This is an optimization exercise on Yosys and OpenROAD, whose aim is small area, a short achievable clock period and few clock cycles, not a production implementation. No run shown here included a check of the RTL's function; only the layout flow was run. Power is estimated from default activity; no workload was simulated.

$ cat flow/config.mk
export PLATFORM = sky130hd
export DESIGN_NAME = lc4_superscalar
export DESIGN_NICKNAME = lc4_superscalar
export VERILOG_FILES = /design/flow/design.v
export SDC_FILE = /design/flow/constraint.sdc
export NUM_CORES = 4
export LEC_CHECK = 0
export ABC_AREA = 1
export CAP_MARGIN = 20
export CORE_MARGIN = 2
export CORE_UTILIZATION = 60
export CTS_BUF_LIST = sky130_fd_sc_hd__clkbuf_8
export PLACE_DENSITY = 0.75
export SETUP_SLACK_MARGIN = 5
export SLEW_MARGIN = 20
$ cat flow/constraint.sdc
create_clock -name core_clock -period 9.0 [get_ports {gwe}]
set_input_delay 1.8000 -clock core_clock [delete_from_list [all_inputs] [get_ports {gwe}]]
set_output_delay 1.8000 -clock core_clock [all_outputs]
set_load 0.01 [all_outputs]
$ cat flow/design.v
module lc4_mul_csa (
   input  wire [15:0] a,
   input  wire [15:0] b,
   output wire [15:0] o_r0,
   output wire [15:0] o_r1,
   output wire [15:0] o_r2,
   output wire [15:0] o_r3
);
   wire neg0 = b[1];
   wire one0 = b[0] ^ 1'b0;
   wire two0 = (b[1] & ~b[0] & ~1'b0) | (~b[1] & b[0] & 1'b0);
   wire pp0_0 = (one0 & a[0]) ^ neg0;
   wire pp0_1 = ((one0 & a[1]) | (two0 & a[0])) ^ neg0;
   wire pp0_2 = ((one0 & a[2]) | (two0 & a[1])) ^ neg0;
   wire pp0_3 = ((one0 & a[3]) | (two0 & a[2])) ^ neg0;
   wire pp0_4 = ((one0 & a[4]) | (two0 & a[3])) ^ neg0;
   wire pp0_5 = ((one0 & a[5]) | (two0 & a[4])) ^ neg0;
   wire pp0_6 = ((one0 & a[6]) | (two0 & a[5])) ^ neg0;
   wire pp0_7 = ((one0 & a[7]) | (two0 & a[6])) ^ neg0;
   wire pp0_8 = ((one0 & a[8]) | (two0 & a[7])) ^ neg0;
   wire pp0_9 = ((one0 & a[9]) | (two0 & a[8])) ^ neg0;
   wire pp0_10 = ((one0 & a[10]) | (two0 & a[9])) ^ neg0;
   wire pp0_11 = ((one0 & a[11]) | (two0 & a[10])) ^ neg0;
   wire pp0_12 = ((one0 & a[12]) | (two0 & a[11])) ^ neg0;
   wire pp0_13 = ((one0 & a[13]) | (two0 & a[12])) ^ neg0;
   wire pp0_14 = ((one0 & a[14]) | (two0 & a[13])) ^ neg0;
   wire pp0_15 = ((one0 & a[15]) | (two0 & a[14])) ^ neg0;
   wire neg1 = b[3];
   wire one1 = b[2] ^ b[1];
   wire two1 = (b[3] & ~b[2] & ~b[1]) | (~b[3] & b[2] & b[1]);
   wire pp1_0 = (one1 & a[0]) ^ neg1;
   wire pp1_1 = ((one1 & a[1]) | (two1 & a[0])) ^ neg1;
   wire pp1_2 = ((one1 & a[2]) | (two1 & a[1])) ^ neg1;
   wire pp1_3 = ((one1 & a[3]) | (two1 & a[2])) ^ neg1;
   wire pp1_4 = ((one1 & a[4]) | (two1 & a[3])) ^ neg1;
   wire pp1_5 = ((one1 & a[5]) | (two1 & a[4])) ^ neg1;
   wire pp1_6 = ((one1 & a[6]) | (two1 & a[5])) ^ neg1;
   wire pp1_7 = ((one1 & a[7]) | (two1 & a[6])) ^ neg1;
   wire pp1_8 = ((one1 & a[8]) | (two1 & a[7])) ^ neg1;
   wire pp1_9 = ((one1 & a[9]) | (two1 & a[8])) ^ neg1;
   wire pp1_10 = ((one1 & a[10]) | (two1 & a[9])) ^ neg1;
   wire pp1_11 = ((one1 & a[11]) | (two1 & a[10])) ^ neg1;
   wire pp1_12 = ((one1 & a[12]) | (two1 & a[11])) ^ neg1;
   wire pp1_13 = ((one1 & a[13]) | (two1 & a[12])) ^ neg1;
   wire neg2 = b[5];
   wire one2 = b[4] ^ b[3];
   wire two2 = (b[5] & ~b[4] & ~b[3]) | (~b[5] & b[4] & b[3]);
   wire pp2_0 = (one2 & a[0]) ^ neg2;
   wire pp2_1 = ((one2 & a[1]) | (two2 & a[0])) ^ neg2;
   wire pp2_2 = ((one2 & a[2]) | (two2 & a[1])) ^ neg2;
   wire pp2_3 = ((one2 & a[3]) | (two2 & a[2])) ^ neg2;
   wire pp2_4 = ((one2 & a[4]) | (two2 & a[3])) ^ neg2;
   wire pp2_5 = ((one2 & a[5]) | (two2 & a[4])) ^ neg2;
   wire pp2_6 = ((one2 & a[6]) | (two2 & a[5])) ^ neg2;
   wire pp2_7 = ((one2 & a[7]) | (two2 & a[6])) ^ neg2;
   wire pp2_8 = ((one2 & a[8]) | (two2 & a[7])) ^ neg2;
   wire pp2_9 = ((one2 & a[9]) | (two2 & a[8])) ^ neg2;
   wire pp2_10 = ((one2 & a[10]) | (two2 & a[9])) ^ neg2;
   wire pp2_11 = ((one2 & a[11]) | (two2 & a[10])) ^ neg2;
   wire neg3 = b[7];
   wire one3 = b[6] ^ b[5];
   wire two3 = (b[7] & ~b[6] & ~b[5]) | (~b[7] & b[6] & b[5]);
   wire pp3_0 = (one3 & a[0]) ^ neg3;
   wire pp3_1 = ((one3 & a[1]) | (two3 & a[0])) ^ neg3;
   wire pp3_2 = ((one3 & a[2]) | (two3 & a[1])) ^ neg3;
   wire pp3_3 = ((one3 & a[3]) | (two3 & a[2])) ^ neg3;
   wire pp3_4 = ((one3 & a[4]) | (two3 & a[3])) ^ neg3;
   wire pp3_5 = ((one3 & a[5]) | (two3 & a[4])) ^ neg3;
   wire pp3_6 = ((one3 & a[6]) | (two3 & a[5])) ^ neg3;
   wire pp3_7 = ((one3 & a[7]) | (two3 & a[6])) ^ neg3;
   wire pp3_8 = ((one3 & a[8]) | (two3 & a[7])) ^ neg3;
   wire pp3_9 = ((one3 & a[9]) | (two3 & a[8])) ^ neg3;
   wire neg4 = b[9];
   wire one4 = b[8] ^ b[7];
   wire two4 = (b[9] & ~b[8] & ~b[7]) | (~b[9] & b[8] & b[7]);
   wire pp4_0 = (one4 & a[0]) ^ neg4;
   wire pp4_1 = ((one4 & a[1]) | (two4 & a[0])) ^ neg4;
   wire pp4_2 = ((one4 & a[2]) | (two4 & a[1])) ^ neg4;
   wire pp4_3 = ((one4 & a[3]) | (two4 & a[2])) ^ neg4;
   wire pp4_4 = ((one4 & a[4]) | (two4 & a[3])) ^ neg4;
   wire pp4_5 = ((one4 & a[5]) | (two4 & a[4])) ^ neg4;
   wire pp4_6 = ((one4 & a[6]) | (two4 & a[5])) ^ neg4;
   wire pp4_7 = ((one4 & a[7]) | (two4 & a[6])) ^ neg4;
   wire neg5 = b[11];
   wire one5 = b[10] ^ b[9];
   wire two5 = (b[11] & ~b[10] & ~b[9]) | (~b[11] & b[10] & b[9]);
   wire pp5_0 = (one5 & a[0]) ^ neg5;
   wire pp5_1 = ((one5 & a[1]) | (two5 & a[0])) ^ neg5;
   wire pp5_2 = ((one5 & a[2]) | (two5 & a[1])) ^ neg5;
   wire pp5_3 = ((one5 & a[3]) | (two5 & a[2])) ^ neg5;
   wire pp5_4 = ((one5 & a[4]) | (two5 & a[3])) ^ neg5;
   wire pp5_5 = ((one5 & a[5]) | (two5 & a[4])) ^ neg5;
   wire neg6 = b[13];
   wire one6 = b[12] ^ b[11];
   wire two6 = (b[13] & ~b[12] & ~b[11]) | (~b[13] & b[12] & b[11]);
   wire pp6_0 = (one6 & a[0]) ^ neg6;
   wire pp6_1 = ((one6 & a[1]) | (two6 & a[0])) ^ neg6;
   wire pp6_2 = ((one6 & a[2]) | (two6 & a[1])) ^ neg6;
   wire pp6_3 = ((one6 & a[3]) | (two6 & a[2])) ^ neg6;
   wire neg7 = b[15];
   wire one7 = b[14] ^ b[13];
   wire two7 = (b[15] & ~b[14] & ~b[13]) | (~b[15] & b[14] & b[13]);
   wire pp7_0 = (one7 & a[0]) ^ neg7;
   wire pp7_1 = ((one7 & a[1]) | (two7 & a[0])) ^ neg7;
   wire s1 = neg5 ^ pp0_10;
   wire c2 = neg5 & pp0_10;
   wire s3 = pp0_11 ^ pp1_9;
   wire c4 = pp0_11 & pp1_9;
   wire s5 = neg6 ^ pp0_12 ^ pp1_10;
   wire c6 = (neg6 & pp0_12) | (neg6 & pp1_10) | (pp0_12 & pp1_10);
   wire s7 = pp2_8 ^ pp3_6;
   wire c8 = pp2_8 & pp3_6;
   wire s9 = pp0_13 ^ pp1_11 ^ pp2_9;
   wire c10 = (pp0_13 & pp1_11) | (pp0_13 & pp2_9) | (pp1_11 & pp2_9);
   wire s11 = pp3_7 ^ pp4_5;
   wire c12 = pp3_7 & pp4_5;
   wire s13 = neg7 ^ pp0_14 ^ pp1_12;
   wire c14 = (neg7 & pp0_14) | (neg7 & pp1_12) | (pp0_14 & pp1_12);
   wire s15 = pp2_10 ^ pp3_8 ^ pp4_6;
   wire c16 = (pp2_10 & pp3_8) | (pp2_10 & pp4_6) | (pp3_8 & pp4_6);
   wire s17 = pp5_4 ^ pp6_2;
   wire c18 = pp5_4 & pp6_2;
   wire s19 = pp0_15 ^ pp1_13 ^ pp2_11;
   wire s21 = pp3_9 ^ pp4_7 ^ pp5_5;
   wire s23 = pp6_3 ^ pp7_1;
   wire s25 = neg3 ^ pp0_6;
   wire c26 = neg3 & pp0_6;
   wire s27 = pp0_7 ^ pp1_5;
   wire c28 = pp0_7 & pp1_5;
   wire s29 = neg4 ^ pp0_8 ^ pp1_6;
   wire c30 = (neg4 & pp0_8) | (neg4 & pp1_6) | (pp0_8 & pp1_6);
   wire s31 = pp2_4 ^ pp3_2;
   wire c32 = pp2_4 & pp3_2;
   wire s33 = pp0_9 ^ pp1_7 ^ pp2_5;
   wire c34 = (pp0_9 & pp1_7) | (pp0_9 & pp2_5) | (pp1_7 & pp2_5);
   wire s35 = pp3_3 ^ pp4_1;
   wire c36 = pp3_3 & pp4_1;
   wire s37 = pp1_8 ^ pp2_6 ^ pp3_4;
   wire c38 = (pp1_8 & pp2_6) | (pp1_8 & pp3_4) | (pp2_6 & pp3_4);
   wire s39 = pp4_2 ^ pp5_0 ^ s1;
   wire c40 = (pp4_2 & pp5_0) | (pp4_2 & s1) | (pp5_0 & s1);
   wire s41 = pp2_7 ^ pp3_5 ^ pp4_3;
   wire c42 = (pp2_7 & pp3_5) | (pp2_7 & pp4_3) | (pp3_5 & pp4_3);
   wire s43 = pp5_1 ^ c2 ^ s3;
   wire c44 = (pp5_1 & c2) | (pp5_1 & s3) | (c2 & s3);
   wire s45 = pp4_4 ^ pp5_2 ^ pp6_0;
   wire c46 = (pp4_4 & pp5_2) | (pp4_4 & pp6_0) | (pp5_2 & pp6_0);
   wire s47 = c4 ^ s7 ^ s5;
   wire c48 = (c4 & s7) | (c4 & s5) | (s7 & s5);
   wire s49 = pp5_3 ^ pp6_1 ^ c8;
   wire c50 = (pp5_3 & pp6_1) | (pp5_3 & c8) | (pp6_1 & c8);
   wire s51 = s11 ^ c6 ^ s9;
   wire c52 = (s11 & c6) | (s11 & s9) | (c6 & s9);
   wire s53 = pp7_0 ^ c12 ^ s17;
   wire c54 = (pp7_0 & c12) | (pp7_0 & s17) | (c12 & s17);
   wire s55 = c10 ^ s13 ^ s15;
   wire c56 = (c10 & s13) | (c10 & s15) | (s13 & s15);
   wire s57 = c18 ^ s23 ^ c14;
   wire s59 = c16 ^ s19 ^ s21;
   wire s61 = neg2 ^ pp0_4;
   wire c62 = neg2 & pp0_4;
   wire s63 = pp0_5 ^ pp1_3;
   wire c64 = pp0_5 & pp1_3;
   wire s65 = pp1_4 ^ pp2_2 ^ pp3_0;
   wire c66 = (pp1_4 & pp2_2) | (pp1_4 & pp3_0) | (pp2_2 & pp3_0);
   wire s67 = pp2_3 ^ pp3_1 ^ c26;
   wire c68 = (pp2_3 & pp3_1) | (pp2_3 & c26) | (pp3_1 & c26);
   wire s69 = pp4_0 ^ c28 ^ s31;
   wire c70 = (pp4_0 & c28) | (pp4_0 & s31) | (c28 & s31);
   wire s71 = c32 ^ s35 ^ c30;
   wire c72 = (c32 & s35) | (c32 & c30) | (s35 & c30);
   wire s73 = c36 ^ c34 ^ s37;
   wire c74 = (c36 & c34) | (c36 & s37) | (c34 & s37);
   wire s75 = c38 ^ s41 ^ c40;
   wire c76 = (c38 & s41) | (c38 & c40) | (s41 & c40);
   wire s77 = c42 ^ s45 ^ c44;
   wire c78 = (c42 & s45) | (c42 & c44) | (s45 & c44);
   wire s79 = c46 ^ s49;
   wire c80 = c46 & s49;
   wire s81 = c50 ^ s53;
   wire c82 = c50 & s53;
   wire s83 = c54 ^ c56;
   assign o_r0 = {s57, c52, c48, s47, s43, s39, s33, s29, s27, c64, pp2_1, pp1_2, pp0_3, neg1, pp0_1, neg0};
   assign o_r1 = {c82, c80, s79, c76, c74, c72, c70, c68, c66, s25, c62, pp2_0, pp1_1, pp0_2, 1'b0, pp0_0};
   assign o_r2 = {s59, s55, s51, s77, s75, s73, s71, s69, s67, s65, s63, s61, 1'b0, pp1_0, 1'b0, 1'b0};
   assign o_r3 = {s83, s81, c78, 1'b0, 1'b0, 1'b0, 1'b0, 1'b0, 1'b0, 1'b0, 1'b0, 1'b0, 1'b0, 1'b0, 1'b0, 1'b0};
endmodule
module lc4_mul_fin (
   input  wire [15:0] i_r0,
   input  wire [15:0] i_r1,
   input  wire [15:0] i_r2,
   input  wire [15:0] i_r3,
   output wire [15:0] o_s,
   output wire [15:0] o_c
);
   wire [15:0] s1 = i_r0 ^ i_r1 ^ i_r2;
   wire [15:0] c1 = {(i_r0[14:0] & i_r1[14:0]) | (i_r0[14:0] & i_r2[14:0]) | (i_r1[14:0] & i_r2[14:0]), 1'b0};
   wire [15:13] s2 = s1[15:13] ^ c1[15:13] ^ i_r3[15:13];
   wire [15:13] c2 = {(s1[14:13] & c1[14:13]) | (s1[14:13] & i_r3[14:13]) | (c1[14:13] & i_r3[14:13]), 1'b0};
   assign o_s = {s2, s1[12:0]};
   assign o_c = {c2, c1[12:0]};
endmodule
`default_nettype none
module lc4_superscalar
#(
   parameter logic [15:0] RESET_PC = 16'h8200
) (
   input  wire        gwe,
   input  wire        i_rst_n,
   output wire [15:0] o_cur_pc,
   input  wire [15:0] i_insn_a,
   input  wire [15:0] i_insn_b,
   output wire [15:0] o_dmem_addr,
   input  wire [15:0] i_dmem_data,
   output wire        o_dmem_we,
   output wire [15:0] o_dmem_towrite
);
   logic [15:0] pc;
   logic [15:0] ir;
   logic        init;        
   logic [2:0]  init_cnt;    
   logic [15:0] xa, xb, xs;
   logic [2:0]  x_rd;
   logic        x_we, x_ld, x_st, x_mul, x_sub, x_and, x_or, x_lg_op;
   logic [15:0] mr, msd, mt, mq;   
   logic [2:0]  m_rd;
   logic        m_we, m_ld, m_st, m_mul;
   logic [15:0] rf [0:7];
   wire d_const = ir[15];                                 
   wire d_arith = ~ir[15] & ~ir[14] & ir[12];             
   wire d_logic = ir[14] & ~ir[13];                       
   wire d_ld    = ir[13] & ~ir[12];                       
   wire d_st    = ir[13] & ir[12];                        
   wire d_rr    = (d_arith & ~ir[5]) | d_logic;           
   wire d_addi  = d_arith & ir[5];
   wire d_we    = d_const | d_arith | d_logic | d_ld;
   wire d_mul   = d_arith & ~ir[5] & ir[3];
   wire d_sub   = d_arith & ~ir[5] & ir[4];
   wire d_and   = ~ir[4];                                
   wire d_or    = ir[4] & ~ir[3];
   wire d_use_s = ~ir[15] & (ir[12] | ir[13]);            
   wire [2:0] d_rs = ir[8:6];
   wire [2:0] d_rt = d_st ? ir[11:9] : ir[2:0];
   wire [2:0] d_rd = ir[11:9];
   wire        imm_sign = d_const ? ir[8] : d_addi ? ir[4] : ir[5];
   wire [15:0] d_imm    = {{7{imm_sign}},
                           d_const ? ir[8:6] : {3{imm_sign}},
                           d_addi ? ir[4] : ir[5],
                           ir[4:0]};
   wire xs_eq  = x_rd == ir[8:6];
   wire xt_eq  = d_st ? (x_rd == ir[11:9]) : (x_rd == ir[2:0]);
   wire ms_eq  = m_rd == ir[8:6];
   wire mt_eq  = d_st ? (m_rd == ir[11:9]) : (m_rd == ir[2:0]);
   wire stall = (x_ld | x_mul) & ((d_use_s & xs_eq) | ((d_rr | d_st) & xt_eq));
   wire [15:0] x_bop  = x_sub ? ~xb : xb;
   wire [15:0] x_sum  = xa + x_bop + {15'd0, x_sub};
   wire [15:0] x_lg   = x_and ? (xa & xb) : x_or ? (xa | xb) : (xa ^ xb);
   wire [15:0] mul_r0, mul_r1, mul_r2, mul_r3;
   lc4_mul_csa u_mul (.a(xa), .b(xb), .o_r0(mul_r0), .o_r1(mul_r1), .o_r2(mul_r2), .o_r3(mul_r3));
   wire [15:0] x_res  = x_lg_op ? x_lg : x_sum;
   wire [15:0] fin_s, fin_c;
   lc4_mul_fin u_fin (.i_r0(mr), .i_r1(msd), .i_r2(mt), .i_r3(mq), .o_s(fin_s), .o_c(fin_c));
   wire [15:0] m_val = m_ld ? i_dmem_data : m_mul ? (fin_s + fin_c) : mr;
   wire s_fx = x_we & xs_eq & ~d_const;
   wire s_fm = m_we & ms_eq;
   wire t_fx = x_we & xt_eq;
   wire t_fm = m_we & mt_eq;
   wire [15:0] s_early = d_const ? 16'd0 : s_fm ? m_val : rf[d_rs];
   wire [15:0] t_early = t_fm ? m_val : rf[d_rt];
   wire [15:0] a_next  = s_fx ? x_res : s_early;
   wire [15:0] s_next  = t_fx ? x_res : t_early;
   wire [15:0] b_next  = (t_fx & d_rr) ? x_res : d_rr ? t_early : d_imm;
   always_ff @(posedge gwe or negedge i_rst_n) begin
      if (!i_rst_n) begin
         ir       <= 16'h9000;    
         init     <= 1'b1;
         init_cnt <= 3'd1;
      end else begin
         if (init) begin
            ir       <= {4'b1001, init_cnt, 9'd0};
            init_cnt <= init_cnt + 3'd1;
            if (init_cnt == 3'd7) init <= 1'b0;
         end else if (!stall) begin
            ir <= i_insn_a;
         end
      end
   end
   wire        b_nop  = i_insn_b == 16'h0000;
   wire [14:0] pc_inc = pc[15:1] + 15'd1;
   wire [15:0] pc_one = pc[0] ? {pc_inc, 1'b0} : {pc[15:1], 1'b1};
   wire [15:0] pc_two = {pc_inc, pc[0]};
   always_ff @(posedge gwe) begin
      if (init)        pc <= RESET_PC;
      else if (!stall) pc <= b_nop ? pc_two : pc_one;
   end
   always_ff @(posedge gwe or negedge i_rst_n) begin
      if (!i_rst_n) begin
         x_we   <= 1'b0;
         x_ld   <= 1'b0;
         x_st   <= 1'b0;
         x_mul  <= 1'b0;
      end else begin
         x_we   <= d_we & ~stall;
         x_ld   <= d_ld & ~stall;
         x_st   <= d_st & ~stall;
         x_mul  <= d_mul & ~stall;
      end
   end
   always_ff @(posedge gwe) begin
      x_rd  <= d_rd;
      x_sub <= d_sub;
      x_and <= d_and;
      x_or  <= d_or;
      x_lg_op <= d_logic;
      xa    <= a_next;
      xb    <= b_next;
      xs    <= s_next;
   end
   always_ff @(posedge gwe or negedge i_rst_n) begin
      if (!i_rst_n) begin
         m_we  <= 1'b0;
         m_ld  <= 1'b0;
         m_st  <= 1'b0;
         m_mul <= 1'b0;
      end else begin
         m_we  <= x_we;
         m_ld  <= x_ld;
         m_st  <= x_st;
         m_mul <= x_mul;
      end
   end
   always_ff @(posedge gwe) begin
      m_rd <= x_rd;
      mr   <= x_mul ? mul_r0 : x_res;
      msd  <= x_mul ? mul_r1 : xs;
      mt   <= mul_r2;
      mq   <= mul_r3;
   end
   always_ff @(posedge gwe) begin
      if (m_we) rf[m_rd] <= m_val;
   end
   assign o_cur_pc       = pc;
   assign o_dmem_addr    = mr;
   assign o_dmem_we      = m_st;
   assign o_dmem_towrite = msd;
endmodule
`default_nettype wire
$ cat flow/flow/run.sh
#!/bin/bash
bash standard.sh SETUP_SLACK_MARGIN=6.1 "CTS_ARGS=-sink_clustering_enable -repair_clock_nets -buf_list sky130_fd_sc_hd__clkbuf_8 -dont_use_dummy_load" finish > standard.log 2>&1
$ cat flow/standard.sh
#!/bin/bash
# synth_recipe.tcl (not shown) runs the flow's synth.tcl, then flattens the netlist and writes it again
# the make line also repeats each setting of config.mk as NAME=value (left out here)
make -C /OpenROAD-flow-scripts/flow DESIGN_CONFIG=/design/flow/config.mk WORK_HOME=/design/flow/orfs CLKGATE_MAP_FILE= SYNTH_SCRIPT=/design/flow/synth_recipe.tcl "${@:-finish}"
==> reports/metrics.yaml, run 1 <==
status: "timing/DRC/antenna clean"
clock_skew_ns: 0.0711
synth_top_area_cell: "edfxtp_1"
cts_root_buffer: "clkbuf_8"
cts_buffers: 47
drtIter0Drc: 1833
synth_edf_count: 128
die_height_microns: 175
syn_area_sq_um: 17600
wl_microns: 57100
synth_nets: 2440
route.antenna.remaining_nets: 0
core_sq_um: 28800
dp_hpwl_microns: 38600
dp.cells: 2664
rsz0062_at_grt: "true"
gp_congestion: 0.954
critical_path_class: "flop to output pin"
wl_per_cell_microns: 20.7
required_ns: 7.20
synth-warning-count: 1
synthTopCellsByArea: "edfxtp_1 22%, nand2_1 14%, dfxtp_1 14%, nand3_1 5.9%, ha_1 5.5%"
syn_inst: 2273
grt_max_degree: 79
met1_usage: 0.476
synth_top_area_frac: 0.218
path_clk_slew_ns: 0.05
clkSinkCount: 278
grt_pass1_vias: 16160
finalPower_mw: 6.64
post-route-period-util: 0.330
stdcell_count: 2759
setup_viol: 0
fin_hold_ws_ns: 0.354
holdCritPathClass: "flop to flop"
slew-limit-headroom: 0.282
clock_path_buffers: 3
synth_ff_type: "edfxtp_1"
p_per_area_nw_per_um2: 327
initial_utilization: 0.612
busiest_layer: "met2"
diodes: 0
cap_violations: 0
cts_tree: "built"
grt_usage: 0.359
overflow: 0
drtPass1Iterations: 5
use_met2: 0.567
hold_violations: 0
cpLargestDelayFamily: "flip-flops"
critPathBufInv: 2
critPathMaxStageDelay_ns: 0.36
clkLatencyLatePin_ns: 0.59
critPathSlowestCell: "dfxtp_4"
htree_levels: 2
nets: 2544
viasPerCell: 6.17
peakVddDrop_uv: 156
tns_ns: 0
drive_above_1_share: 0.134
synth_async_sr_flop_share: 0.101
num_rows: 62
worstMarginPinSlew_ns: 1.08
synth_cell_types: 48
cp_data_arrival_time_ns: 1.17
p_leak_nw: 9.18
slew_viol_final: 0
min_period_ns: 2.97
crit_path_max_fanout: 2
grt_antenna_before_repair: 1
drcViolationCount: 0
start_kind: "flop"
area_growth_pct: 15.1
io_buffers: 98
ys_ff_latch: 278
vias: 17020
cts_hold_repair.buffers: 0
syn_area_per_cell_sq_um: 7.75
dieWidth_microns: 175
met3_usage: 0.0684
die_area_sq_um: 30800
grt_first_pass_wirelength_microns: 86500
io_pins: 99
critPathCaptureType: "output pin"
ff2ff_setup_slack_ns: 6.10
path_cells: "buf_4, buf_2"
fmax_mhz: 337
ys_seq_area_frac: 0.397
-- registers in the layout, summed over array words and instances (netlist names), 13 cells and up --
signal	count
mr	16
ir	16
rf	128
xa	16
mt	13
msd	16
pc	16
xb	16
xs	16
-- logic make-up (layout without fill, tap and decap cells) --
kind of cell	Yosys count	after routing	share of synthesized area
flops	278	278	0.397
simple gates	1038	1039	0.243
mux	2	2	0.00114
xor+xnor	117	117	0.0586
buf+inv	314	415	0.0711
fa+ha+maj	117	117	0.0997
compound gates	407	407	0.130
-- power breakdown --
group | leakage, nW | internal [mW] | switching (mW)
combinational | 6.30 | 1.39 | 2.37
sequential | 2.55 | 1.70 | 0.258
clock | 0.338 | 0.458 | 0.461
total | 9.18 | 3.55 | 3.09
-- stage by stage --
| stage | util | setup slack (ns) | cell area (sq um) |
|---|---|---|---|
| finish | 0.705 | 6.03 | 20300 |
| global route | 0.705 | 6.02 | 20300 |
| floorplan | - | 6.06 | 17700 |
| detailed placement | 0.654 | 4.75 | 18800 |
| global placement | 0.654 | 4.76 | 18800 |
| CTS | 0.687 | 6.10 | 19800 |
-- synth_stat cells (all sizes together), types with 5 or more instances --
| library cell | count |
|---|---|
| nand2 | 664 |
| nand3 | 207 |
| inv | 191 |
| o21ai | 154 |
| a21oi | 133 |
| edfxtp | 128 |
| nor2 | 125 |
| dfxtp | 122 |
| xor2 | 100 |
| ha | 78 |
| clkbuf | 68 |
| o22ai | 65 |
| buf | 48 |
| fa | 39 |
| o211ai | 28 |
| dfrtp | 24 |
| xnor2 | 17 |
| and2 | 10 |
| nand4 | 8 |
| clkinv | 7 |
| nor3 | 7 |
| nor4 | 6 |
| a31oi | 5 |
| nand3b | 5 |
| or2 | 5 |
-- per-layer routing --
| layer | share of wire | vias up |
|---|---|---|
| met5 | 0.00019 | - |
| li1 | - | 7740 |
| met4 | 0.047 | 2 |
| met1 | 0.39 | 7958 |
| met3 | 0.12 | 198 |
| met2 | 0.45 | 1122 |
-- layout make-up --
| cell class | count | area [sq um] |
|---|---|---|
| tap | 384 | 480 |
| fill | 2318 | 8490 |
| timing repair inverter | 1 | 5.00 |
| sequential | 278 | 7140 |
| clock buffer | 47 | 647 |
| inverter | 198 | 771 |
| timing repair buffer | 169 | 1460 |
| multi-input combinational | 1682 | 9780 |
-- path summary, 6_finish.rpt --
kind | startpoint | to | depth (start not counted)
min in group asynchronous | i_rst_n | m_ld$_DFF_PN0_ | 2
hold / removal | x_st$_DFF_PN0_ | m_st$_DFF_PN0_ | 0
max in group asynchronous | i_rst_n | init$_DFF_PN1_ | 2
setup / recovery | mr[14]$_DFF_P_ | o_dmem_addr[14] | 2
hold reg to reg | x_st$_DFF_PN0_ | m_st$_DFF_PN0_ | 0
setup reg to reg | mr[14]$_DFF_P_ | xs[15]$_DFF_P_ | 18
-- what timing repair did --
| item | 4_1_cts | 5_1_grt |
|---|---|---|
| gates cloned | 0 | 4 |
| endpoints found under the hold margin | 0 | 0 |
| pin swaps | 6 | 27 |
| setup endpoints to repair | 184 | 124 |
| buffers inserted | 23 | 20 |
| resized for setup | 330 | 78 |
-- cell usage in the layout (no fill, tap or decap), drive strengths merged, types with 65 or more instances in the layout --
master | synthesis | layout
dfxtp | 122 | 122
nor2 | 125 | 125
edfxtp | 128 | 128
xor2 | 100 | 100
nand2 | 664 | 664
buf | 48 | 117
o21ai | 154 | 154
nand3 | 207 | 208
ha | 78 | 78
o22ai | 65 | 65
a21oi | 133 | 133
inv | 191 | 188
==> run 2, diff against run 1 <==
==> flow/flow/run.sh (replaced) <==
#!/bin/bash
bash standard.sh SETUP_SLACK_MARGIN=6 "CTS_ARGS=-sink_clustering_enable -repair_clock_nets -buf_list sky130_fd_sc_hd__clkbuf_8 -dont_use_dummy_load" finish > standard.log 2>&1
==> run 2 against run 1 <==
Against the previous run:
- critical path depth decreased by 1
- non-clock buffer count down 31
- sequential power about the same
- maximum frequency fell by 0.92%
- clock skew is 0.0038 ns higher
- power down 1.4%
- utilization fell by 1.3 points
- sequential share of layout area up 0.27 points
- design area is 1.8% lower
- worst setup slack worse by 0.027 ns
==> reports/metrics.yaml, run 2 <==
status: "timing/DRC/antenna clean"
grt_usage: 0.360  # +0.000455
ys_seq_area_frac: 0.397  # unchanged
seqCellArea_sq_um: 7070  # -1.1%
holdCritPathClass: "flop to flop"
cpLargestDelayFamily: "flip-flops"
dieWidth_microns: 175  # unchanged
crit_path_max_fanout: 3  # +1
intPower_mw: 3.47  # -2.3%
drtPass1Iterations: 6  # +1
clock_path_buffers: 3  # unchanged
final_cell_mix: "632 x nand2_1, 203 x nand3_1, 182 x inv_1, 144 x o21ai_0, 131 x a21oi_1"
critPathBufInv: 1  # -1
fin_hold_ws_ns: 0.355  # +0.000599 ns
drive_above_1_share: 0.0980  # -0.0359
seqPwrFrac: 0.296  # +0.002
diodes: 0  # unchanged
syn_area_sq_um: 17600  # unchanged
vias: 16736  # -1.7%
io_pins: 99  # unchanged
ff2ff_path_depth: 18  # unchanged
dp_hpwl_microns: 38100  # -1.1%
switching_share: 0.471  # +0.00478
fillers: 2361  # +1.9%
gp_congestion: 0.964  # +1.1%
drcViolationCount: 0  # unchanged
clock_skew_ns: 0.0750  # +0.00382 ns
start_kind: "flop"
viasPerCell: 6.13  # -0.66%
reg2reg_from: "mr[14]$_DFF_P_"
grt_pass1_vias: 15744  # -2.6%
layout_commonest_cell: "nand2_1"
ys_ff_latch: 278  # unchanged
core_sq_um: 28800  # unchanged
multi_input_area_sq_um: 9670  # -1.1%
cts_root_buffer: "clkbuf_8"
syn_area_per_cell_sq_um: 7.75  # unchanged
setup_viol: 0  # unchanged
critical_path_class: "flop to output pin"
wl_microns: 56700  # -0.68%
crit_start: "mr[1]$_DFF_P_"
ff2ff_setup_slack_ns: 6.00  # -0.10 ns
critPathCaptureType: "output pin"
clkLatencyLatePin_ns: 0.59  # about the same
min_period_ns: 3.00  # +0.0275 ns
cts_hold_repair.buffers: 0  # unchanged
synth_common_cells: "660 x nand2_1, 206 x nand3_1, 186 x inv_1, 150 x o21ai_0, 133 x a21oi_1"
area_growth_pct: 13.0
synthTopCellsByArea: "edfxtp_1 22%, nand2_1 14%, dfxtp_1 14%, nand3_1 5.9%, ha_1 5.5%"
synth_async_sr_flop_share: 0.101  # unchanged
tns_ns: 0  # unchanged
htree_levels: 2  # unchanged
critPathSlowestCell: "dfxtp_2"
fmax_mhz: 334  # -0.92%
p_switching_mw: 3.08  # -0.42%
clkSinkCount: 278  # unchanged
p_comb_frac: 0.564  # -0.003
nets: 2516  # -1.1%
cap_violations: 0  # unchanged
initial_utilization: 0.612  # unchanged
die_height_microns: 175  # unchanged
required_ns: 7.20  # about the same
io_buffers: 98  # unchanged
hold_violations: 0  # unchanged
path_cells: "clkdlybuf4s15_2"
cts_tree: "built"
cp_data_arrival_time_ns: 1.20  # +0.03 ns
grt_max_degree: 80  # +1.3%
p_leak_nw: 8.89  # -3.2%
grt_first_pass_wirelength_microns: 86300  # -0.22%
die_area_sq_um: 30800  # unchanged
cp.depth: 1  # -1
largest_register_ffs: 128  # unchanged
synth.most_common_cell: "nand2_1"
rsz0062_at_grt: "true"
cts_buffers: 47  # unchanged
peakVddDrop_uv: 171  # +9.6%
clkPwrFrac: 0.140  # +0.002
route.antenna.remaining_nets: 0  # unchanged
synth_edf_count: 128  # unchanged
reg2reg_to: "xs[15]$_DFF_P_"
synth_top_area_frac: 0.218  # unchanged
syn_inst: 2273  # unchanged
finalPower_mw: 6.55  # -1.4%
slew_viol_final: 0  # unchanged
critPathMaxStageDelay_ns: 0.38  # +0.02 ns
largest_register: "rf"
synth_cell_types: 48  # unchanged
p_per_area_nw_per_um2: 329  # +0.41%
wl_per_cell_microns: 20.8  # +0.34%
synth_nets: 2440  # unchanged
grt_antenna_before_repair: 0  # -1
worstMarginPinSlew_ns: 1.06  # -0.0156 ns
num_rows: 62  # unchanged
slew-limit-headroom: 0.293  # +0.0111
path_clk_slew_ns: 0.06  # about the same
post-route-period-util: 0.333  # +0.00305
synth_top_area_cell: "edfxtp_1"
critPathCapture: "o_dmem_addr[1]"
drtIter0Drc: 1937  # +5.7%
synth_ff_type: "edfxtp_1"
synth-warning-count: 1  # unchanged
overflow: 0  # unchanged
==> run 2: cell count changes in the layout (fill, tap and decap cells not counted), sizes merged, moves of 3 or more <==
| cell | change |
|---|---|
| clkdlybuf4s15 | +32 |
| clkbuf | +7 |
| buf | -75 |
| dlygate4sd2 | +5 |
| dlymetal6s2s | -11 |
| clkinvlp | -3 |
| clkdlybuf4s50 | +11 |
==> run 2: layout make-up <==
type	count	area share
Multi-Input combinational cell	1685	0.486
Sequential cell	278	0.355
Timing Repair Buffer	138	0.0643
Inverter	198	0.0381
Clock buffer	47	0.0325
Tap cell	384	0.0241
Timing Repair inverter	1	0.000377
==> run 2: metal layers <==
layer  track usage  vias up  wire length (microns)
met2         0.556     1105                  24700
met1         0.493     7724                  22300
met3        0.0610      215                   6620
met4         0.173        0                   3050
li1              -     7692                      -
met5             0        -                      0
==> run 2: repair_timing <==
| action | 4_1_cts | 5_1_grt |
|---|---|---|
| resized for setup | 177 | 78 |
| setup buffers | 8 | 9 |
| pin swaps | 6 | 12 |
| cloned | 1 | 5 |
| endpoints found under the setup margin | 175 | 116 |
==> run 2: cell families (layout without fill, tap and decap cells) <==
| logic type | Yosys count | count (layout) | share of synthesized area |
|---|---|---|---|
| AOI/OAI and AO/OA | 407 | 408 | 0.130 |
| muxes | 2 | 2 | 0.00114 |
| DFF | 278 | 278 | 0.397 |
| xor gates and xnor gates | 117 | 117 | 0.0586 |
| adders and majority gates | 117 | 117 | 0.0997 |
| buffers and inverters | 314 | 384 | 0.0711 |
| and+or+nand+nor | 1038 | 1041 | 0.243 |
==> run 2: power groups by stage <==
stage	clock (mW)	sequential [mW]	combinational, mW
3_5_place_dp	0	1.94	3.42
3_3_place_gp	0	1.94	3.34
5_1_grt	0.970	1.96	4.10
6_report	0.919	1.94	3.69
2_1_floorplan	0	1.86	2.39
4_1_cts	0.922	1.93	3.51
==> run 2: worst min path at each step <==
stage	startpoint	endpoint	slack (ns)	cells past startpoint
2_1_floorplan	x_st$_DFF_PN0_	m_st$_DFF_PN0_	0.33	0
3_3_place_gp	x_st$_DFF_PN0_	m_st$_DFF_PN0_	0.34	0
3_5_place_dp	x_st$_DFF_PN0_	m_st$_DFF_PN0_	0.35	0
4_1_cts	x_st$_DFF_PN0_	m_st$_DFF_PN0_	0.36	0
5_1_grt	x_st$_DFF_PN0_	m_st$_DFF_PN0_	0.37	0
6_report	x_st$_DFF_PN0_	m_st$_DFF_PN0_	0.35	0
==> run 2: stage by stage <==
stage	std cells	instance area (sq um)	worst slack, ns	utilization
after detailed placement	2661	18800	4.67	0.652
after CTS	2717	19700	6.00	0.683
after floorplan	2273	17600	6.03	-
final	2731	19900	6.00	0.692
after global routing	2731	19900	5.92	0.692
after global placement	2661	18800	4.77	0.652

==> afterwards: timing with drivers on the ports <==
The results above use ideal ports. As a check the final layouts listed here were re-extracted and re-timed, cells and wires unchanged.
Step 1 sets driving cells, clkbuf_16 on the clock port and buf_2 on the other inputs (assumed; they add their load-dependent delay and slew).
Step 2 adds t to the input delays and takes it off the output delays; t is the mean of the earliest and latest rising clock arrival at the registers after step 1. Input paths then give back, and output paths get back, about the clock's delay inside the block.
a / b / c = ideal / step 1 / step 2; a / b = the first two.
run | shift t [ns] | slack for setup (ns) | worst hold slack (ns) | slew at the worst register clock pin (ns) | worst slew at a driven data input, ns
run 1 | 0.600 | 6.030 / 5.985 / 5.530 | 0.354 / 0.354 / 0.354 | 0.06 / 0.06 | 0.05
run 2 | 0.601 | 6.003 / 5.958 / 5.530 | 0.355 / 0.355 / 0.355 | 0.07 / 0.07 | 0.04
After both steps setup and hold are still met in every run listed. For run 1, which loses most, drivers alone change the setup slack by -0.045 ns; drivers and shift together by -0.500 ns.
